Background: an optimization exercise with open tools, aiming at small area, a short achievable clock period and few clock cycles per item. Do not read the settings as production practice.
RTL that was checked went through simulation tests only; none was proved equivalent to the original.
Only the layout flow was run in runs 1 and 2; the RTL was not checked for function there.
Power figures rest on the tool's default switching activity, not on a simulated workload.

## flow/run.sh

```bash
#!/bin/bash
# The standard layout (the standard.sh, all steps), with the input and output port
# buffers made of plain buffers instead of the delay cells buffer_ports picks by default.
# Every tool's output goes to standard.log in this folder.
set -o pipefail
export BUFFER_PORTS_ARGS="-buffer_cell sky130_fd_sc_hd__buf_1"
bash standard.sh > standard.log 2>&1
```

## standard.sh

```bash
#!/bin/bash
# synth_recipe.tcl (not shown) runs the flow's synth.tcl, then flattens the netlist and writes it again
# the make line also repeats each setting of config.mk as NAME=value (left out here)
make -C /OpenROAD-flow-scripts/flow DESIGN_CONFIG=/design/flow/config.mk WORK_HOME=/design/flow/orfs CLKGATE_MAP_FILE= SYNTH_SCRIPT=/design/flow/synth_recipe.tcl "${@:-finish}"
```

## config.mk

```make
export PLATFORM = sky130hd
export DESIGN_NAME = cpu6502_load_store_core
export DESIGN_NICKNAME = cpu6502_load_store_core
export VERILOG_FILES = /design/flow/design.v
export SDC_FILE = /design/flow/constraint.sdc
export NUM_CORES = 4
export LEC_CHECK = 0
export CAP_MARGIN = 20
export CORE_MARGIN = 2
export CORE_UTILIZATION = 40
export CTS_BUF_LIST = sky130_fd_sc_hd__clkbuf_8 sky130_fd_sc_hd__clkbuf_4
export CTS_CLUSTER_DIAMETER = 100
export CTS_CLUSTER_SIZE = 40
export PLACE_DENSITY = 0.6
export SETUP_SLACK_MARGIN = 2.5
export SLEW_MARGIN = 20
export TNS_END_PERCENT = 0
```

## constraint.sdc

```tcl
create_clock -name core_clock -period 5.0 [get_ports {clk_i}]
set_input_delay 1.0000 -clock core_clock [delete_from_list [all_inputs] [get_ports {clk_i}]]
set_output_delay 1.0000 -clock core_clock [all_outputs]
set_load 0.01 [all_outputs]
```

## design.v

```verilog
`default_nettype none
module cpu6502_load_store_core (
  input  wire           clk_i,
  input  wire           rst_ni,
  input  wire           in_valid_i,
  output logic          in_ready_o,
  input  wire  [1:0]    in_kind_i,
  input  wire  [7:0]    in_read_data_i,
  output logic          out_valid_o,
  input  wire           out_ready_i,
  output logic [15:0]   out_bus_address_o,
  output logic          out_bus_write_o,
  output logic [7:0]    out_write_data_o,
  output logic          out_at_boundary_o,
  output logic [3:0]    out_cycle_count_o,
  output logic          out_illegal_opcode_o,
  output logic [7:0]    out_reg_a_o,
  output logic [7:0]    out_reg_x_o,
  output logic [7:0]    out_reg_y_o,
  output logic [7:0]    out_reg_sp_o,
  output logic [7:0]    out_reg_status_o,
  output logic [15:0]   out_reg_pc_o
);
  localparam logic [7:0] SpReset = 8'hFD;
  localparam int VLO = 0, VHI = 1, FET = 2, OPR = 3, AHI = 4, PLO = 5, PHI = 6, DAT = 7,
                 PCH = 8, PCL = 9, PPS = 10;
  localparam logic [1:0] V_RST = 2'b10, V_IRQ = 2'b11, V_NMI = 2'b01;
  logic [15:0] pc_q, pc_d;
  logic [7:0]  a_q, a_d, x_q, x_d, y_q, y_d, sp_q, sp_d, p_q, p_d;
  logic [7:0]  op_q;
  logic [10:0] ph_q, ph_d;
  logic [7:0]  tmp_q, tmp_d;
  logic        c_q, c_d;
  logic        sx_q, sx_d, sy_q, sy_d;    
  logic [1:0]  vec_q, vec_d;
  logic [7:0]  ah_q, ah_d, al_q, al_d;
  logic        wr_q, wr_d;
  logic [7:0]  wd_q, wd_d;
  logic        ov_q;
  logic        bnd_q, bnd_d, ill_q, ill_d;
  logic [3:0]  cyc_q, cyc_d;
  logic        adv;
  logic [1:0]  k;
  logic [7:0]  d;
  assign in_ready_o = !ov_q || out_ready_i;
  assign adv        = in_valid_i && in_ready_o;
  assign k          = in_kind_i;
  assign d          = in_read_data_i;
  logic k_done, k_rst, take_int, drop;
  assign k_done   = (k == 2'd0);
  assign k_rst    = (k == 2'd3);
  assign take_int = ph_q[FET] && (k == 2'd2 || (k == 2'd1 && !p_q[2]));
  assign drop     = !k_done && !k_rst && !take_int;
  logic n_imm, n_opr, n_ill;
  logic t_tax, t_tay, t_txa, t_tya, t_tsx, t_txs, s_pha, s_php, s_pul;
  always_comb begin
    n_imm = 1'b0; n_opr = 1'b0;
    case (d)
      8'hA9, 8'hA2, 8'hA0:                               n_imm = 1'b1;
      8'hA5, 8'hB5, 8'hAD, 8'hBD, 8'hB9, 8'hA1, 8'hB1,
      8'hA6, 8'hB6, 8'hAE, 8'hBE, 8'hA4, 8'hB4, 8'hAC, 8'hBC,
      8'h85, 8'h95, 8'h8D, 8'h9D, 8'h99, 8'h81, 8'h91,
      8'h86, 8'h96, 8'h8E, 8'h84, 8'h94, 8'h8C:          n_opr = 1'b1;
      default: ;
    endcase
    t_tax = (d == 8'hAA); t_tay = (d == 8'hA8); t_txa = (d == 8'h8A);
    t_tya = (d == 8'h98); t_tsx = (d == 8'hBA); t_txs = (d == 8'h9A);
    s_pha = (d == 8'h48); s_php = (d == 8'h08); s_pul = (d == 8'h68) || (d == 8'h28);
    n_ill = !(n_imm || n_opr || t_tax || t_tay || t_txa || t_tya || t_tsx || t_txs ||
              s_pha || s_php || s_pul);
  end
  logic o_abs, o_ptr, o_st, o_lda, o_ldx, o_ldy, o_plp, o_push;
  logic [3:0] o_cyc;
  always_comb begin
    o_abs  = op_q[3];                                         
    o_ptr  = op_q[1:0] == 2'b01 && op_q[3:2] == 2'b00;        
    o_st   = op_q[7:5] == 3'b100;
    o_lda  = (op_q[7:5] == 3'b101 && op_q[1:0] == 2'b01) || op_q == 8'h68;
    o_ldx  = op_q[7:5] == 3'b101 && op_q[1:0] == 2'b10;
    o_ldy  = op_q[7:5] == 3'b101 && op_q[1:0] == 2'b00;
    o_plp  = op_q == 8'h28;
    o_push = !op_q[7] && !op_q[5];
    case (op_q)
      8'hA9, 8'hA2, 8'hA0:                               o_cyc = 4'd2;
      8'hA5, 8'hA6, 8'hA4, 8'h85, 8'h86, 8'h84,
      8'h48, 8'h08:                                      o_cyc = 4'd3;
      8'hBD, 8'hB9, 8'hBE, 8'hBC:                        o_cyc = c_q ? 4'd5 : 4'd4;
      8'h9D, 8'h99:                                      o_cyc = 4'd5;
      8'hB1:                                             o_cyc = c_q ? 4'd6 : 4'd5;
      8'hA1, 8'h81, 8'h91:                               o_cyc = 4'd6;
      default:                                           o_cyc = 4'd4;
    endcase
  end
  logic e_vlo, e_vhi, e_fet, e_opr, e_ahi, e_plo, e_phi, e_dat, e_pch, e_pcl, e_pps;
  assign e_vlo = k_done && ph_q[VLO];
  assign e_vhi = k_done && ph_q[VHI];
  assign e_fet = k_done && ph_q[FET];
  assign e_opr = k_done && ph_q[OPR];
  assign e_ahi = k_done && ph_q[AHI];
  assign e_plo = k_done && ph_q[PLO];
  assign e_phi = k_done && ph_q[PHI];
  assign e_dat = k_done && ph_q[DAT];
  assign e_pch = k_done && ph_q[PCH];
  assign e_pcl = k_done && ph_q[PCL];
  assign e_pps = k_done && ph_q[PPS];
  logic f_ill, f_imp, f_push, f_pul, f_imm, f_opr;
  assign f_ill  = e_fet && n_ill;
  assign f_imp  = e_fet && (t_tax || t_tay || t_txa || t_tya || t_tsx || t_txs);
  assign f_push = e_fet && (s_pha || s_php);
  assign f_pul  = e_fet && s_pul;
  assign f_imm  = e_fet && n_imm;
  assign f_opr  = e_fet && n_opr;
  logic o_zp, o_ab, o_pt;         
  assign o_ab = e_opr && o_abs;
  assign o_pt = e_opr && !o_abs && o_ptr;
  assign o_zp = e_opr && !o_abs && !o_ptr;
  logic st_go;
  assign st_go = o_st && (o_zp || e_ahi || e_phi);
  logic [15:0] pc1, pc2;
  logic [7:0]  spn, idx, hsum, al1;
  logic [8:0]  bsum;
  assign pc1  = pc_q + 16'd1;
  assign pc2  = pc_q + 16'd2;
  assign spn  = sp_q + {{7{!ph_q[FET]}}, 1'b1};
  assign idx  = (x_q & {8{sx_q}}) | (y_q & {8{sy_q}});
  assign bsum = {1'b0, d} + {1'b0, idx};
  assign hsum = d + {7'd0, c_q};
  assign al1  = al_q + 8'd1;
  logic       s_ta, s_tx, s_ty, s_ts, s_td;
  logic       wa, wx, wy, wsp, wnz;
  logic [7:0] tv;
  logic       tz;
  assign s_ta = e_fet && (t_tax || t_tay);
  assign s_tx = e_fet && (t_txa || t_txs);
  assign s_ty = e_fet && t_tya;
  assign s_ts = e_fet && t_tsx;
  assign s_td = e_dat;
  assign tv   = (a_q & {8{s_ta}}) | (x_q & {8{s_tx}}) | (y_q & {8{s_ty}}) |
                (sp_q & {8{s_ts}}) | (d & {8{s_td}});
  assign tz   = (s_ta && a_q == 8'h00) || (s_tx && x_q == 8'h00) || (s_ty && y_q == 8'h00) ||
                (s_ts && sp_q == 8'h00) || (s_td && d == 8'h00);
  assign wa   = (e_fet && (t_txa || t_tya)) || (e_dat && o_lda);
  assign wx   = (e_fet && (t_tax || t_tsx)) || (e_dat && o_ldx);
  assign wy   = (e_fet && t_tay) || (e_dat && o_ldy);
  assign wsp  = e_fet && t_txs;
  assign wnz  = (e_fet && (t_tax || t_tay || t_txa || t_tya || t_tsx)) ||
                (e_dat && (o_lda || o_ldx || o_ldy));
  logic [7:0] p_int;     
  assign p_int = {p_q[7:6], 1'b1, vec_q[1], p_q[3], 1'b1, p_q[1:0]};
  function automatic logic [7:0] sel8(input logic s, input logic [7:0] v);
    sel8 = v & {8{s}};
  endfunction
  function automatic logic [3:0] sel4(input logic s, input logic [3:0] v);
    sel4 = v & {4{s}};
  endfunction
  function automatic logic [15:0] sel16(input logic s, input logic [15:0] v);
    sel16 = v & {16{s}};
  endfunction
  logic sp_step, p_nz, p_pl, pc_v, pc_2, pc_1, pc_h;
  logic a_h, x_h, y_h, sp_h, p_h;
  logic drop_v, drop_o;
  logic s_rv, s_pp, s_vl, s_hi, s_sp0, s_sp1, s_pc1, s_zp, s_pl, s_pc;
  logic w_h, w_ph, w_pl, w_pi, w_a, w_p, w_st;
  always_comb begin
    sp_step = f_pul || e_pch || e_pcl || e_pps || (e_dat && o_push);
    p_nz = wnz;
    p_pl = e_dat && o_plp;
    a_h  = !k_rst && !wa;
    x_h  = !k_rst && !wx;
    y_h  = !k_rst && !wy;
    sp_h = !k_rst && !wsp && !sp_step;
    p_h  = !k_rst && !p_nz && !p_pl && !e_pcl;
    a_d  = sel8(wa, tv) | sel8(a_h, a_q);
    x_d  = sel8(wx, tv) | sel8(x_h, x_q);
    y_d  = sel8(wy, tv) | sel8(y_h, y_q);
    sp_d = sel8(k_rst, SpReset) | sel8(wsp, tv) | sel8(sp_step, spn) | sel8(sp_h, sp_q);
    p_d  = sel8(p_nz, {tv[7], p_q[6:2], tz, p_q[0]}) | sel8(p_pl, d) | sel8(e_pcl, p_int) |
           sel8(p_h, p_q);
    pc_v = e_vhi;
    pc_2 = f_imm;
    pc_1 = (e_fet && !n_imm) || e_opr || e_ahi;
    pc_h = !pc_v && !pc_2 && !pc_1;
    pc_d = sel16(pc_v, {hsum, tmp_q}) | sel16(pc_2, pc2) | sel16(pc_1, pc1) | sel16(pc_h, pc_q);
    ph_d[VLO] = k_rst || e_pps || (drop && ph_q[VLO]);
    ph_d[VHI] = e_vlo || (drop && ph_q[VHI]);
    ph_d[FET] = e_vhi || e_dat || f_ill || f_imp || (drop && ph_q[FET]);
    ph_d[OPR] = f_opr || (drop && ph_q[OPR]);
    ph_d[AHI] = o_ab || (drop && ph_q[AHI]);
    ph_d[PLO] = o_pt || (drop && ph_q[PLO]);
    ph_d[PHI] = e_plo || (drop && ph_q[PHI]);
    ph_d[DAT] = f_push || f_pul || f_imm || o_zp || e_ahi || e_phi || (drop && ph_q[DAT]);
    ph_d[PCH] = take_int || (drop && ph_q[PCH]);
    ph_d[PCL] = e_pch || (drop && ph_q[PCL]);
    ph_d[PPS] = e_pcl || (drop && ph_q[PPS]);
    tmp_d = sel8(e_vlo, d) | sel8(e_opr || e_plo, bsum[7:0]) |
            sel8(!e_vlo && !e_opr && !e_plo, tmp_q);
    c_d   = ((e_opr || e_plo) && bsum[8]) || (!e_vlo && !e_opr && !e_plo && c_q);
    if (e_fet) begin
      sx_d = (d[4:2] == 3'b101 || d[4:2] == 3'b111 || (d[1:0] == 2'b01 && d[4:2] == 3'b000))
             && d[1:0] != 2'b10;
      sy_d = (d[1:0] == 2'b10 && d[4]) || (d[1:0] == 2'b01 && d[4:2] == 3'b110);
    end else if (e_opr) begin
      sx_d = 1'b0; sy_d = op_q[4];
    end else begin
      sx_d = sx_q; sy_d = sy_q;
    end
    vec_d = k_rst ? V_RST : (take_int ? (k[1] ? V_NMI : V_IRQ) : vec_q);
    s_rv  = k_rst;
    s_pp  = e_pps;
    s_vl  = e_vlo;
    s_hi  = e_vhi || e_ahi || e_phi;
    s_sp0 = take_int || f_push;
    s_sp1 = f_pul || e_pch || e_pcl;
    s_pc1 = (e_fet && !s_pha && !s_php && !s_pul) || o_ab;
    s_zp  = e_opr && !o_abs;
    s_pl  = e_plo;
    s_pc  = e_dat;
    drop_v = drop && ph_q[VLO];
    drop_o = drop && !ph_q[VLO];
    ah_d  = sel8(s_rv || s_pp || s_vl || drop_v, 8'hFF) | sel8(s_hi, hsum) | sel8(s_sp0 || s_sp1, 8'h01) |
            sel8(s_pc1, pc1[15:8]) | sel8(s_pc, pc_q[15:8]) | sel8(drop_o, ah_q);
    al_d  = sel8(s_rv, 8'hFC) | sel8(s_pp || drop_v, {5'b11111, vec_q, 1'b0}) |
            sel8(s_vl, {5'b11111, vec_q, 1'b1}) | sel8(s_hi, tmp_q) | sel8(s_sp0, sp_q) |
            sel8(s_sp1, spn) | sel8(s_pc1, pc1[7:0]) | sel8(s_zp, bsum[7:0]) |
            sel8(s_pl, al1) | sel8(s_pc, pc_q[7:0]) | sel8(drop_o, al_q);
    w_h  = drop_o;
    w_ph = take_int;
    w_pl = e_pch;
    w_pi = e_pcl;
    w_a  = e_fet && s_pha;
    w_p  = e_fet && s_php;
    w_st = st_go;
    wr_d = (w_h && wr_q) || w_ph || w_pl || w_pi || w_a || w_p || w_st;
    wd_d = sel8(w_h, wd_q) | sel8(w_ph, pc_q[15:8]) | sel8(w_pl, pc_q[7:0]) | sel8(w_pi, p_int) |
           sel8(w_a || (w_st && op_q[0]), a_q) | sel8(w_p, p_q) |
           sel8(w_st && op_q[1], x_q) | sel8(w_st && !op_q[0] && !op_q[1], y_q);
    bnd_d = e_vhi || e_dat || f_ill || f_imp;
    ill_d = f_ill;
    cyc_d = sel4(e_vhi, (vec_q == V_IRQ) ? 4'd7 : 4'd8) | sel4(f_ill || f_imp, 4'd2) |
            sel4(e_dat, o_cyc);
  end
  always_ff @(posedge clk_i or negedge rst_ni) begin
    if (!rst_ni) begin
      ov_q <= 1'b0;
      pc_q <= 16'h0000; a_q <= 8'h00; x_q <= 8'h00; y_q <= 8'h00; sp_q <= SpReset;
      p_q <= 8'h00; ph_q <= 11'd1 << VLO; vec_q <= V_RST;
    end else begin
      if (adv) begin
        pc_q <= pc_d; a_q <= a_d; x_q <= x_d; y_q <= y_d; sp_q <= sp_d; p_q <= p_d;
        ph_q <= ph_d; vec_q <= vec_d;
        ov_q <= 1'b1;
      end else if (out_ready_i) begin
        ov_q <= 1'b0;
      end
    end
  end
  always_ff @(posedge clk_i) begin
    if (adv) begin
      if (e_fet) op_q <= d;
      ah_q <= ah_d; al_q <= al_d; wr_q <= wr_d; wd_q <= wd_d;
      tmp_q <= tmp_d; c_q <= c_d; sx_q <= sx_d; sy_q <= sy_d;
      bnd_q <= bnd_d; cyc_q <= cyc_d; ill_q <= ill_d;
    end
  end
  assign out_valid_o          = ov_q;
  assign out_bus_address_o    = {ah_q, al_q};
  assign out_bus_write_o      = wr_q;
  assign out_write_data_o     = wd_q;
  assign out_at_boundary_o    = bnd_q;
  assign out_cycle_count_o    = cyc_q;
  assign out_illegal_opcode_o = ill_q;
  assign out_reg_a_o          = a_q;
  assign out_reg_x_o          = x_q;
  assign out_reg_y_o          = y_q;
  assign out_reg_sp_o         = sp_q;
  assign out_reg_status_o     = p_q;
  assign out_reg_pc_o         = pc_q;
endmodule
`default_nettype wire
```

==> impl_results.md, run 1 <==
- Result of the run: finished clean
- Final number of max-transition violations: 0
- Clock network power share: roughly 25%
- Cell row count: 52
- Setup TNS: 0 ns
- Remaining number of nets flagged by the antenna check after routing: 0
- Final setup viols: 0
- Initial antenna violation count: 0
- Worst max-slew margin expressed relative to the limit: between 20% and 30%
- Power share of the combinational group: between 20% and 30%
- VDD IR-drop max: roughly 0.30 mV
- Delay contributed by the slowest stage of the critical path: between 0.4 and 0.5 ns
- Cell count after synthesis: a little over 900
- Portion of total power attributed to sequential cells: 46.0%
- Dominant register cell in the synthesized netlist: sky130_fd_sc_hd__dfrtp_1
- Sink count of the clock tree: between 100 and 150
- Launching point of the worst reg2reg path: sx_q
- Proportion of total power due to net switching: between 40 and 50%
- Number of buffers created by CTS: 17
- Vias: slightly below 9k
- Transition at the pin with the smallest max-transition slack: ~1.1 ns
- Post-placement cell area: roughly 0.009 mm²
- Global-route total usage across every layer: around 30%
- Final instance area: 0.00966 mm²
- Overall die area: approximately 0.022 mm²
- DRT Wirelength: around 34000 µm
- Fill cell count: between 1.5k and 2k
- Vias per cell: between 6 and 7
- Count of cell types in the netlist: 84
- Logic depth of the worst register-to-register path: 9
- Warning count from the yosys run: 1
- RSZ-0062 raised after global routing: true
- Fraction of the yosys area taken by sequential cells: 39.1%
- Critical path start-end classification: input pin to flip-flop
- Maximum frequency from static timing analysis: around 370 MHz
- Placer's final routability congestion estimate: roughly 0.97
- Diode count: 0
- Number of iterations in the first detailed-routing pass: 9
- Post-synth top area cell: sky130_fd_sc_hd__dfrtp_1
- Via count of the first global-routing pass: ~8k
- Nets: approximately 1.0k
- Cell with the most instances after synthesis: sky130_fd_sc_hd__nand2_1
- Arrival time at the worst endpoint: slightly below 3 ns
- Crit Path Max Fanout: 12
- Clock tree from TritonCTS: yes
- Clock latency on the worst-skew pair: roughly 0.47 ns
- Int Power: roughly 0.0019 W
- Die extent in y: approximately 150 µm
- Power density cells: ~350 mW/mm²
- Starting density of the core: 41.0%
- Number of storage elements in the synthesis netlist: between 100 and 150
- Share of final-layout standard cells stronger than drive strength 1: 14.8%
- Maximum number of pins on one net before global-route repair: between 40 and 50
- Utilization of the core after routing: between 40% and 50%
- Max cap viols: 0
- Setup skew after layout: roughly 0.020 ns
- Critical-path cell list: buf_1 -> inv_2 -> ha_4 -> buf_4 -> o21ai_0 -> nand2_1 -> and3_2 -> a222oi_1 -> nand3_1
- Post-route fraction of the period consumed by the critical path: 54.4%
- Layout area overhead: 15.6%
- Mean post-synth cell area: about 9.1 µm²
- Capture point of the worst reg-to-reg path: al_q[4]
- Origin of the worst setup path: in_kind_i[0]
- Master cell of the clock root buffer: sky130_fd_sc_hd__clkbuf_8
- Place WS: around 1.6 ns
- Switching Power: ~0.0014 W
- Die Span X: 149 µm
- Initial detailed-routing violation count: between 1k and 1.5k
- Critical path's slowest cell: sky130_fd_sc_hd__a222oi_1
- Average wire per cell in the routed design: around 26 µm
- Register bank with the most flops: pc_q
- Wire length of the first global-routing pass: ~50000 µm
- Register-to-register path setup slack: around 2.4 ns
- Post-synth net total: approximately 960
- Final Hold Fails: 0
- Std-Cell Core Area: about 0.020 mm²
- Leakage power figure: between 3 and 4 nW
- Cell area after synthesis: between 0.008 and 0.009 mm²
- Top flop regs: pc_q x16, ph_q x11
- Clock tree buffer depth: 2
- Post-layout min period: around 2.7 ns
- DR DRC count: 0
- Fin worst setup slack: ~2.3 ns
- Data required time of the critical path: between 5 and 6 ns
- Share of synthesized registers carrying an async set or reset: 58.3%
- Max reg flops: 16
- Port bufs: slightly above 100
- Setup crit end kind: flip-flop
- I/O pin count: between 100 and 150
- Worst min path class: input pin to asynchronous set/reset pin
- Leftover overflow at the end of global routing: 0
- Clock slew at reported path FFs: about 0.090 ns
- Area fraction of the dominant cell type after synthesis: a little under a fifth
- Detailed placement HPWL: roughly 24000 µm
- Startpoint class of the critical path: input pin
- Cell types occupying the most area after synthesis: sky130_fd_sc_hd__dfrtp_1 (18%), sky130_fd_sc_hd__edfxtp_1 (18%), sky130_fd_sc_hd__nand2_1 (4.1%)
- Commonest cells in the netlist: sky130_fd_sc_hd__nand2_1 (91), sky130_fd_sc_hd__dfrtp_1 (61), sky130_fd_sc_hd__o21ai_0 (61)
- Number of levels in the clock H-tree: 4
- Number of flops mapped to enable cells by yosys: 50
## how the worst max path moves through the flow
stage / to
floorplan: al_q[2]
global route: ah_q[0]
finish: wd_q[4]
global placement: p_q[3]
CTS: p_q[6]
detailed placement: a_q[4]
## repair_timing
action,in CTS,in global routing
pin swaps,4,8
hold buffers,0,0
setup buffers,12,11
setup endpoints to repair,98,95
gates resized for setup,26,36
cloned,0,1
## layer usage
metal  wire length [µm]  GRT usage (%)
met1              13700           41.4
met5                  0              0
met4               1230           12.0
met2              14900           45.2
met3               3670           6.20
## through the flow
stage / total power, W / std cells / hold WS, ns
6_report: 0.00335 / 1284 / 0.464
3_5_place_dp: 0.00244 / 1228 / 0.517
3_3_place_gp: 0.00243 / 1228 / 0.523
2_1_floorplan: 0.00202 / 918 / 0.483
4_1_cts: 0.00329 / 1272 / 0.469
5_1_grt: 0.00349 / 1284 / 0.480
## layout make-up
class	instances	area, µm²	area share, %
tap	270	338	3.50
clock buffer	18	248	2.56
sequential	120	3270	33.9
clock inverter	14	115	1.19
inverter	21	82.6	0.854
timing repair buffer	137	706	7.30
multi-input combinational	704	4900	50.7
## cells by family after synthesis
logic type	count (synthesis)	synth area share, %
simple gates	314	19.3
fa+ha+maj	25	3.92
buf+inv	95	4.87
mux	9	1.08
compound gates	317	27.8
xor+xnor	38	3.98
flops	120	39.1
## power by group through the flow
stage          Clock, W  Sequential (W)  Combinational, W
3_5_place_dp          0         0.00154          0.000893
3_3_place_gp          0         0.00154          0.000888
2_1_floorplan         0         0.00137          0.000641
5_1_grt        0.000881         0.00155           0.00105
6_report       0.000833         0.00154          0.000975
4_1_cts        0.000839         0.00152          0.000926
## critical path, delay by kind of cell
kind	cells	cell delay, ns
AND/OR/NAND/NOR	3	0.62
AO/OA/AOI/OAI	2	0.62
adder cells (fa/ha/maj)	1	0.22
buffers and inverters	3	0.44
## cells in the final DEF (no fill, tap or decap), drive strengths merged, types with 10 or more instances in the layout
master and n:
ha 23, edfxtp 50, a22oi 20, nand4 13
a21oi 40, nand2 92, nand3 55, a221oi 17
buf 133, xor2 16, nor4 12, and2 10
o21ai 72, clkbuf 22, a22o 30, nor2b 10
dfrtp 61, a222oi 23, nor2 52, nor3b 10
inv 28, and3 15, nor3 15, xnor2 22
o211ai 17
==> run 2, diff against run 1 <==
--- a/config.mk
+++ b/config.mk
@@ -7,11 +7,11 @@
 export LEC_CHECK = 0
 export CAP_MARGIN = 20
 export CORE_MARGIN = 2
-export CORE_UTILIZATION = 40
+export CORE_UTILIZATION = 50
 export CTS_BUF_LIST = sky130_fd_sc_hd__clkbuf_8 sky130_fd_sc_hd__clkbuf_4
 export CTS_CLUSTER_DIAMETER = 100
 export CTS_CLUSTER_SIZE = 40
-export PLACE_DENSITY = 0.6
+export PLACE_DENSITY = 0.65
 export SETUP_SLACK_MARGIN = 2.5
 export SLEW_MARGIN = 20
 export TNS_END_PERCENT = 0
==> run 2 against run 1 <==
  * Worst setup slack gained 0.12 ns
  * Non-clock buffer count grew 7
  * Combinational power rose by 5%
  * Total power grew 7.1%
  * Via count rose by 2.5%
  * Routed wire length is 1.0% lower
  * Design area rose by 1.1%
  * Still clean
==> impl_results.md, run 2 <==
- Filler-free cell count of the finished design: about 1.2k
- VDD IR-drop max: about 0.29 mV
- Transition at the pin with the smallest max-transition slack: about 1.1 ns
- Port bufs: around 100
- Critical path's slowest cell: sky130_fd_sc_hd__a2111oi_0
- Leftover overflow at the end of global routing: 0
- Share of final-layout standard cells stronger than drive strength 1: 16.0%
- Worst max-slew margin expressed relative to the limit: around 28%
- Area fraction of the dominant cell type after synthesis: 18.3%
- RSZ-0062 raised after global routing: true
- Die extent in y: about 130 µm
- Clock latency on the worst-skew pair: 0.47 ns
- Setup crit end kind: flip-flop
- Number of iterations in the first detailed-routing pass: 8
- Utilization of the core after routing: 59.4%
- Final instance area: a little under 0.01 mm²
- Final number of max-transition violations: 0
- Dominant register cell in the synthesized netlist: sky130_fd_sc_hd__dfrtp_1
- Max reg flops: 16
- Number of levels in the clock H-tree: 4
- Worst min path class: flip-flop to flip-flop
- Number of buffers created by CTS: 17
- Nets: 1047
- Share of synthesized registers carrying an async set or reset: approximately three fifths
- Cell count after synthesis: 918
- Setup TNS: 0 ns
- Critical path start-end classification: input pin to flip-flop
- Top flop regs: pc_q x16, ph_q x11
- Overall die area: 0.0178 mm²
- Vias per cell: just over 7
- Remaining number of nets flagged by the antenna check after routing: 0
- Starting density of the core: about half
- Warning count from the yosys run: 1
- Number of storage elements in the synthesis netlist: between 100 and 150
- Mean post-synth cell area: 9.10 µm²
- Via count of the first global-routing pass: roughly 7.8k
- Delay contributed by the slowest stage of the critical path: 0.44 ns
- Post-placement cell area: 0.00883 mm²
- Portion of total power attributed to sequential cells: ~43%
- Clock network power share: between 20% and 30%
- Global-route total usage across every layer: between 30% and 40%
- Count of cell types in the netlist: 84
- Number of flops mapped to enable cells by yosys: 50
- I/O pin count: 103
- DR DRC count: 0
- Cell types occupying the most area after synthesis: sky130_fd_sc_hd__dfrtp_1 (18%), sky130_fd_sc_hd__edfxtp_1 (18%), sky130_fd_sc_hd__nand2_1 (4.1%)
- Cell area after synthesis: ~0.0084 mm²
- Proportion of total power due to net switching: between 30 and 40%
- Detailed placement HPWL: 22900 µm
- Result of the run: finished clean
- Clock tree from TritonCTS: yes
- Arrival time at the worst endpoint: between 2 and 3 ns
- Place WS: 1.42 ns
- Placer's final routability congestion estimate: slightly above 1
- Commonest cells in the netlist: sky130_fd_sc_hd__nand2_1 (91), sky130_fd_sc_hd__dfrtp_1 (61), sky130_fd_sc_hd__o21ai_0 (61)
- Crit path buffers/inverters: 4
- Maximum frequency from static timing analysis: 385 MHz
- Post-route fraction of the period consumed by the critical path: between 50 and 60%
- Area used by sequential logic in the layout: roughly 0.0033 mm²
- Critical-path cell list: buf_1 -> inv_2 -> ha_1 -> nor2b_1 -> o21a_4 -> nor3b_4 -> buf_12 -> buf_6 -> a2111oi_0 -> o211ai_1
- DRT Wirelength: roughly 33000 µm
- Data required time of the critical path: around 5.2 ns
- Final Hold Fails: 0
- Average wire per cell in the routed design: about 27 µm
- Initial antenna violation count: 0
- Vias: approximately 9k
- Maximum number of pins on one net before global-route repair: 39
- Startpoint class of the critical path: input pin
- Diode count: 0
- Cell with the most instances after synthesis: sky130_fd_sc_hd__nand2_1
- Fin worst setup slack: 2.40 ns
- Cell row count: 47
- Fraction of the yosys area taken by sequential cells: about 39%
- Most common cell after layout, fill and taps aside: sky130_fd_sc_hd__buf_1
- Max cap viols: 0
- Clock tree buffer depth: 2
- Die Span X: about 130 µm
- Sink count of the clock tree: 120
- Post-layout min period: between 2 and 3 ns
- Final setup viols: 0
- Master cell of the clock root buffer: sky130_fd_sc_hd__clkbuf_8
- Std-Cell Core Area: between 0.015 and 0.02 mm²
- Int Power: 0.00216 W
- Hold-fix buffer count after cts: 0
- Wire length of the first global-routing pass: a little under 50000 µm
- Power share of the combinational group: around 28%
- Commonest cells after routing, fill and taps aside: sky130_fd_sc_hd__buf_1 (96), sky130_fd_sc_hd__nand2_1 (89), sky130_fd_sc_hd__o21ai_0 (57)
- Largest delay contributor family on the critical path: compound AO/OA/AOI/OAI gates
- Initial detailed-routing violation count: approximately 1.6k
- Setup skew after layout: 0.0138 ns
- Clock slew at reported path FFs: 0.08 ns
- Fill cell count: 1515
- Post-synth net total: ~960
- Switching Power: between 0.001 and 0.0015 W
- Leakage power figure: between 3 and 4 nW
- Placed cell count: about 1.2k
- Power density cells: around 370 mW/mm²
- Post-synth top area cell: sky130_fd_sc_hd__dfrtp_1
- Crit Path Max Fanout: 16
- Register bank with the most flops: pc_q
- Area used by multi-input combinational logic: a little under 0.005 mm²
- Layout area overhead: 17.0%
[run 2: layer usage]
metal	global-route usage (%)	vias to the layer above	share of wire, %
met3	7.95	125	12
met2	53.9	707	44
met4	14.4	0	4.3
li1	-	3752	-
met1	51.2	4290	39
met5	0	-	0
[run 2: power by group through the flow]
stage	sequential, W	clock (W)	combinational [W]
6_report	0.00153	0.00104	0.00102
5_1_grt	0.00153	0.00107	0.00110
4_1_cts	0.00151	0.00103	0.000917
3_5_place_dp	0.00153	0	0.000896
3_3_place_gp	0.00153	0	0.000890
2_1_floorplan	0.00137	0	0.000641
[run 2: final cells by class]
type,instances,share of cell area (%)
Multi-Input combinational cell,704,50.6
Inverter,21,0.870
Clock buffer,17,2.39
Sequential cell,120,33.5
Tap cell,220,2.82
Timing Repair Buffer,144,7.69
Clock inverter,15,2.18
[run 2: path summary, 6_finish.rpt]
check,startpoint,to,slack [ns],depth (start not counted)
max,in_kind_i[1],ah_q[0],2.40,10
max in group asynchronous,rst_ni,sp_q[4],3.54,2
min,p_q[5],p_q[5],0.55,2
max reg2reg,sx_q,al_q[2],2.41,9
min in group asynchronous,rst_ni,pc_q[5],0.56,1
min reg2reg,p_q[5],p_q[5],0.55,2
[run 2: cell families after synthesis]
group           share of synthesized area, %
compound gates                          27.8
simple gates                            19.3
flops                                   39.1
buf+inv                                 4.87
xor+xnor                                3.98
fa+ha+maj                               3.92
mux                                     1.08
[run 2: stage by stage]
stage	power, W	hold slack [ns]
6_report	0.00359	0.545
5_1_grt	0.00370	0.574
4_1_cts	0.00346	0.544
3_5_place_dp	0.00243	0.524
3_3_place_gp	0.00242	0.514
2_1_floorplan	0.00202	0.483
[run 2: worst reg2reg max path, delay by kind of cell, from the launching register on]
family                     cells  cell delay [ns]
DFF                            1             0.48
xor gates and xnor gates       1             0.16
adders and majority gates      2             0.60
buffers and inverters          1             0.06
AOI/OAI and AO/OA              5             1.05
[run 2: repair_timing]
item	CTS	global route
gates cloned	0	1
resized for setup	21	54
buffers inserted	2	25
setup endpoints to repair	94	78
pin swaps	2	9
==> run 3, diff against run 2 <==
--- a/design.v
+++ b/design.v
@@ -158,7 +158,6 @@
   endfunction
   logic sp_step, p_nz, p_pl, pc_v, pc_2, pc_1, pc_h;
   logic a_h, x_h, y_h, sp_h, p_h;
-  logic drop_v, drop_o;
   logic s_rv, s_pp, s_vl, s_hi, s_sp0, s_sp1, s_pc1, s_zp, s_pl, s_pc;
   logic w_h, w_ph, w_pl, w_pi, w_a, w_p, w_st;
   always_comb begin
@@ -215,15 +214,13 @@
     s_zp  = e_opr && !o_abs;
     s_pl  = e_plo;
     s_pc  = e_dat;
-    drop_v = drop && ph_q[VLO];
-    drop_o = drop && !ph_q[VLO];
-    ah_d  = sel8(s_rv || s_pp || s_vl || drop_v, 8'hFF) | sel8(s_hi, hsum) | sel8(s_sp0 || s_sp1, 8'h01) |
-            sel8(s_pc1, pc1[15:8]) | sel8(s_pc, pc_q[15:8]) | sel8(drop_o, ah_q);
-    al_d  = sel8(s_rv, 8'hFC) | sel8(s_pp || drop_v, {5'b11111, vec_q, 1'b0}) |
+    ah_d  = sel8(s_rv || s_pp || s_vl, 8'hFF) | sel8(s_hi, hsum) | sel8(s_sp0 || s_sp1, 8'h01) |
+            sel8(s_pc1, pc1[15:8]) | sel8(s_pc, pc_q[15:8]) | sel8(drop, ah_q);
+    al_d  = sel8(s_rv, 8'hFC) | sel8(s_pp, {5'b11111, vec_q, 1'b0}) |
             sel8(s_vl, {5'b11111, vec_q, 1'b1}) | sel8(s_hi, tmp_q) | sel8(s_sp0, sp_q) |
             sel8(s_sp1, spn) | sel8(s_pc1, pc1[7:0]) | sel8(s_zp, bsum[7:0]) |
-            sel8(s_pl, al1) | sel8(s_pc, pc_q[7:0]) | sel8(drop_o, al_q);
-    w_h  = drop_o;
+            sel8(s_pl, al1) | sel8(s_pc, pc_q[7:0]) | sel8(drop, al_q);
+    w_h  = drop;
     w_ph = take_int;
     w_pl = e_pch;
     w_pi = e_pcl;
@@ -244,10 +241,12 @@
       ov_q <= 1'b0;
       pc_q <= 16'h0000; a_q <= 8'h00; x_q <= 8'h00; y_q <= 8'h00; sp_q <= SpReset;
       p_q <= 8'h00; ph_q <= 11'd1 << VLO; vec_q <= V_RST;
+      ah_q <= 8'hFF; al_q <= 8'hFC; wr_q <= 1'b0; wd_q <= 8'h00;
     end else begin
       if (adv) begin
         pc_q <= pc_d; a_q <= a_d; x_q <= x_d; y_q <= y_d; sp_q <= sp_d; p_q <= p_d;
         ph_q <= ph_d; vec_q <= vec_d;
+        ah_q <= ah_d; al_q <= al_d; wr_q <= wr_d; wd_q <= wd_d;
         ov_q <= 1'b1;
       end else if (out_ready_i) begin
         ov_q <= 1'b0;
@@ -257,7 +256,6 @@
   always_ff @(posedge clk_i) begin
     if (adv) begin
       if (e_fet) op_q <= d;
-      ah_q <= ah_d; al_q <= al_d; wr_q <= wr_d; wd_q <= wd_d;
       tmp_q <= tmp_d; c_q <= c_d; sx_q <= sx_d; sy_q <= sy_d;
       bnd_q <= bnd_d; cyc_q <= cyc_d; ill_q <= ill_d;
     end
==> flow/run.sh (replaced) <==
#!/bin/bash
# The standard layout (the standard.sh), with two changes to how the layout is made:
#  - the input and output port buffers are plain buffers (buf_1) instead of the delay cells
#    buffer_ports picks by default;
#  - after the standard synthesis, the delay cells (clkdlybuf*, dlygate*, dlymetal*) are
#    kept out of the place-and-route steps, so timing repair sizes buffers with real
#    buffers. (Hold is met with a wide margin and needs no delay cells.)
# The synthesis runs first and unchanged. Each run's full output goes to its own log here.
set -o pipefail
export BUFFER_PORTS_ARGS="-buffer_cell sky130_fd_sc_hd__buf_1"
bash standard.sh synth > standard_synth.log 2>&1 || exit 1
export DONT_USE_CELLS="sky130_fd_sc_hd__clkdlybuf4s15_1 sky130_fd_sc_hd__clkdlybuf4s15_2 sky130_fd_sc_hd__clkdlybuf4s18_1 sky130_fd_sc_hd__clkdlybuf4s18_2 sky130_fd_sc_hd__clkdlybuf4s25_1 sky130_fd_sc_hd__clkdlybuf4s25_2 sky130_fd_sc_hd__clkdlybuf4s50_1 sky130_fd_sc_hd__clkdlybuf4s50_2 sky130_fd_sc_hd__dlygate4sd1_1 sky130_fd_sc_hd__dlygate4sd2_1 sky130_fd_sc_hd__dlygate4sd3_1 sky130_fd_sc_hd__dlymetal6s2s_1 sky130_fd_sc_hd__dlymetal6s4s_1 sky130_fd_sc_hd__dlymetal6s6s_1"
bash standard.sh > standard.log 2>&1
--- a/config.mk
+++ b/config.mk
@@ -7,11 +7,11 @@
 export LEC_CHECK = 0
 export CAP_MARGIN = 20
 export CORE_MARGIN = 2
-export CORE_UTILIZATION = 50
+export CORE_UTILIZATION = 40
 export CTS_BUF_LIST = sky130_fd_sc_hd__clkbuf_8 sky130_fd_sc_hd__clkbuf_4
 export CTS_CLUSTER_DIAMETER = 100
 export CTS_CLUSTER_SIZE = 40
-export PLACE_DENSITY = 0.65
+export PLACE_DENSITY = 0.6
 export SETUP_SLACK_MARGIN = 2.5
 export SLEW_MARGIN = 20
 export TNS_END_PERCENT = 0
==> run 3 against run 2 <==
  * Still clean on timing, DRC and antenna
  * Flip-flop and latch count unchanged
  * Maximum frequency down 1.2%
  * Sequential power about the same
  * Combinational power down 8%
  * Core utilization down 13 points
  * Clock skew up 0.0050 ns
  * Via count down 0.64%
  * Register-to-register slack better by 0.03 ns
  * Routed wire length up 2.1%
  * Die area up 26%
  * Design area about the same
  * Critical path depth down 2
  * Critical endpoint is now al_q[7]
==> impl_results.md, run 3 <==
- Overall die area: 0.0224 mm²
- Area fraction of the dominant cell type after synthesis: 21.2%
- Share of synthesized registers carrying an async set or reset: about four fifths
- Power density cells: about 350 mW/mm²
- Max reg flops: 16
- Post-synth net total: between 1k and 1.5k
- Switching Power: between 0.001 and 0.0015 W
- Initial detailed-routing violation count: 1243
- Placer's final routability congestion estimate: ~0.97
- Post-layout min period: 2.63 ns
- Number of iterations in the first detailed-routing pass: 6
- Critical path's slowest cell: sky130_fd_sc_hd__ha_1
- Count of cell types in the netlist: 87
- Transition at the pin with the smallest max-transition slack: 0.878 ns
- Detailed placement HPWL: 23800 µm
- Int Power: 0.00205 W
- Power share of the combinational group: a little over a quarter
- Hold Path Sink: wr_q
- Wire length of the first global-routing pass: between 50000 and 60000 µm
- Logic depth of the worst register-to-register path: 10
- Max cap viols: 0
- Arrival time at the worst endpoint: ~3.0 ns
- Via count of the first global-routing pass: 8027
- Launching point of the worst reg2reg path: sx_q
- Final number of max-transition violations: 0
- Share of final-layout standard cells stronger than drive strength 1: approximately 15%
- Area used by multi-input combinational logic: approximately 0.0051 mm²
- Register bank with the most flops: pc_q
- Mean post-synth cell area: 8.83 µm²
- Dominant register cell in the synthesized netlist: sky130_fd_sc_hd__dfrtp_1
- I/O pin count: between 100 and 150
- Vias: a little under 9k
- Maximum frequency from static timing analysis: 380 MHz
- Startpoint class of the critical path: input pin
- Post-synth top area cell: sky130_fd_sc_hd__dfrtp_1
- Hold-fix buffer count after cts: 0
- Cell area after synthesis: between 0.008 and 0.009 mm²
- Critical path start-end classification: input pin to flip-flop
- Crit Path Max Fanout: 14
- Most common cell after layout, fill and taps aside: sky130_fd_sc_hd__buf_1
- Proportion of total power due to net switching: between 40% and 50%
- Commonest cells after routing, fill and taps aside: sky130_fd_sc_hd__buf_1 (96), sky130_fd_sc_hd__nand2_1 (91), sky130_fd_sc_hd__o21ai_0 (73)
- Initial antenna violation count: 2
- Clock tree from TritonCTS: yes
- DRT Wirelength: ~34000 µm
- Die extent in y: between 100 and 150 µm
- Result of the run: finished clean
- Master cell of the clock root buffer: sky130_fd_sc_hd__clkbuf_8
- Port bufs: roughly 100
- Diode count: 0
- Warning count from the yosys run: 1
- Cell count after synthesis: 962
- Fill cell count: around 2.1k
- Layout area overhead: 15.1%
- Top flop regs: pc_q x16, ph_q x11
- Die Span X: between 100 and 150 µm
- Capture point of the worst reg-to-reg path: c_q
- Worst max-slew margin expressed relative to the limit: between 40% and 50%
- Std-Cell Core Area: about 0.021 mm²
- Number of storage elements in the synthesis netlist: 120
- Remaining number of nets flagged by the antenna check after routing: 0
- Worst min path class: flip-flop to flip-flop
- Final setup viols: 0
- Data required time of the critical path: 5.38 ns
- Origin of the worst setup path: in_read_data_i[5]
- Leftover overflow at the end of global routing: 0
- Starting density of the core: about 41%
- DR DRC count: 0
- Vias per cell: about 6.7
- Clock network power share: between 20% and 30%
- Final Hold Fails: 0
- Utilization of the core after routing: a little under half
- Leakage power figure: between 3 and 4 nW
- Nets: about 1.1k
- Portion of total power attributed to sequential cells: between 40% and 50%
- Post-route fraction of the period consumed by the critical path: 52.6%
- VDD IR-drop max: around 0.16 mV
- Delay contributed by the slowest stage of the critical path: 0.50 ns
- Number of levels in the clock H-tree: 4
- RSZ-0062 raised after global routing: true
- Clock tree buffer depth: 2
- Fraction of the yosys area taken by sequential cells: 37.2%
- Clock latency on the worst-skew pair: 0.47 ns
- Commonest cells in the netlist: sky130_fd_sc_hd__nand2_1 (93), sky130_fd_sc_hd__o21ai_0 (74), sky130_fd_sc_hd__dfrtp_1 (72)
- Area used by sequential logic in the layout: 0.00316 mm²
- Worst Hold Launch: wr_q
- Global-route total usage across every layer: about 30%
- Clock slew at reported path FFs: about 0.080 ns
- Cell row count: 53
- Sink count of the clock tree: 120
- Maximum number of pins on one net before global-route repair: 58
- Number of flops mapped to enable cells by yosys: 25
- Average wire per cell in the routed design: 25.6 µm
- Cell types occupying the most area after synthesis: sky130_fd_sc_hd__dfrtp_1 (21%), sky130_fd_sc_hd__edfxtp_1 (8.8%), sky130_fd_sc_hd__dfstp_2 (7.1%)
- Number of buffers created by CTS: 17
- Cell depth of the worst hold path: 2
- Critical-path cell list: clkdlybuf4s15_2 -> ha_1 -> o21a_1 -> nor2_1 -> a31o_2 -> a221o_1 -> a211oi_1 -> a31oi_1
- Setup skew after layout: around 0.019 ns
- Cell with the most instances after synthesis: sky130_fd_sc_hd__nand2_1
- Register-to-register path setup slack: between 2 and 2.5 ns
- Setup TNS: 0 ns
- Setup crit end kind: flip-flop
==> run 3: per-layer routing <==
| metal | wire length [µm] | GRT usage (%) |
|---|---|---|
| met2 | 15500 | 45.9 |
| met5 | 28 | 0 |
| met1 | 13800 | 42.4 |
| met4 | 1090 | 10.2 |
| met3 | 3450 | 5.76 |
==> run 3: how the worst max path moves through the flow <==
stage / end / slack (ns) / cells past startpoint
CTS: p_q[7] / 2.30 / 10
global route: al_q[2] / 2.31 / 8
global placement: ph_q[2] / 1.22 / 7
floorplan: c_q / 2.25 / 10
detailed placement: ph_q[2] / 1.28 / 7
finish: al_q[7] / 2.37 / 8
==> run 3: worst max-delay path: cells and delay by family <==
family	cells	cell delay [ns]
AOI/OAI and AO/OA	5	1.01
adders and majority gates	1	0.50
buffers and inverters	1	0.43
and+or+nand+nor	1	0.07
==> run 3: repair_timing <==
item	CTS	global route
gates cloned	0	1
pin swaps	0	11
gates resized for setup	31	38
endpoints found under the setup margin	95	106
buffers inserted	1	8
==> run 3: kinds of logic after synthesis <==
logic type,synth area share [%]
and+or+nand+nor,19.5
xor gates and xnor gates,4.33
AOI/OAI and AO/OA,29.0
adders and majority gates,3.86
muxes,1.18
buffers and inverters,4.99
DFF,37.2
==> run 3: power by group through the flow <==
| stage | clock [W] | sequential [W] | combinational (W) |
|---|---|---|---|
| floorplan | 0 | 0.00137 | 0.000632 |
| global placement | 0 | 0.00153 | 0.000875 |
| detailed placement | 0 | 0.00153 | 0.000881 |
| CTS | 0.000991 | 0.00151 | 0.000894 |
| global route | 0.00103 | 0.00154 | 0.00102 |
| finish | 0.000982 | 0.00153 | 0.000938 |
==> run 3: layout make-up <==
class	instances	share of cell area, %
Sequential cell	120	32.3
Inverter	24	0.973
Tap cell	275	3.52
Multi-Input combinational cell	742	52.2
Clock inverter	15	1.93
Clock buffer	17	2.39
Timing Repair Buffer	128	6.68
==> run 3: per-stage QoR <==
step                instances  hold slack (ns)  total power (W)  cell area, µm²  worst slack (ns)
detailed placement       1279            0.455          0.00241            9020              1.28
floorplan                 962            0.442          0.00200            8530              2.25
global route             1321            0.495          0.00360            9780              2.31
global placement         1279            0.445          0.00240            9020              1.22
finish                   1321            0.470          0.00345            9780              2.37
CTS                      1312            0.474          0.00339            9540              2.30
Testbench counts of run 3, summed over its fixed seeds: cycles 32,008, beats 32,000.

port drivers added, routing unchanged:
The flow's constraints put no driver on any port. The routed layouts listed below were extracted and timed again, unchanged, in two steps.
Step 1 sets driving cells, clkbuf_16 on the clock port and buf_2 on the other inputs (assumed; they add their load-dependent delay and slew).
Step 2, shift: input delay + t, output delay - t, t = (earliest + latest rising clock arrival at the registers) / 2. This alone moves slack from input paths to output paths.
Three values: ideal, step 1, step 2; two values: the first two.
run	t, ns	setup slack, ns	worst setup path at the end
run 1	0.506	2.279 / 2.299 / 1.793	input to register
run 2	0.508	2.401 / 2.413 / 1.910	input to register
run 3	0.501	2.369 / 2.389 / 1.888	input to register
After both steps every run listed still meets setup and hold. The setup slack of run 2, which loses most, moves by +0.012 ns with the drivers and by -0.491 ns with both steps.
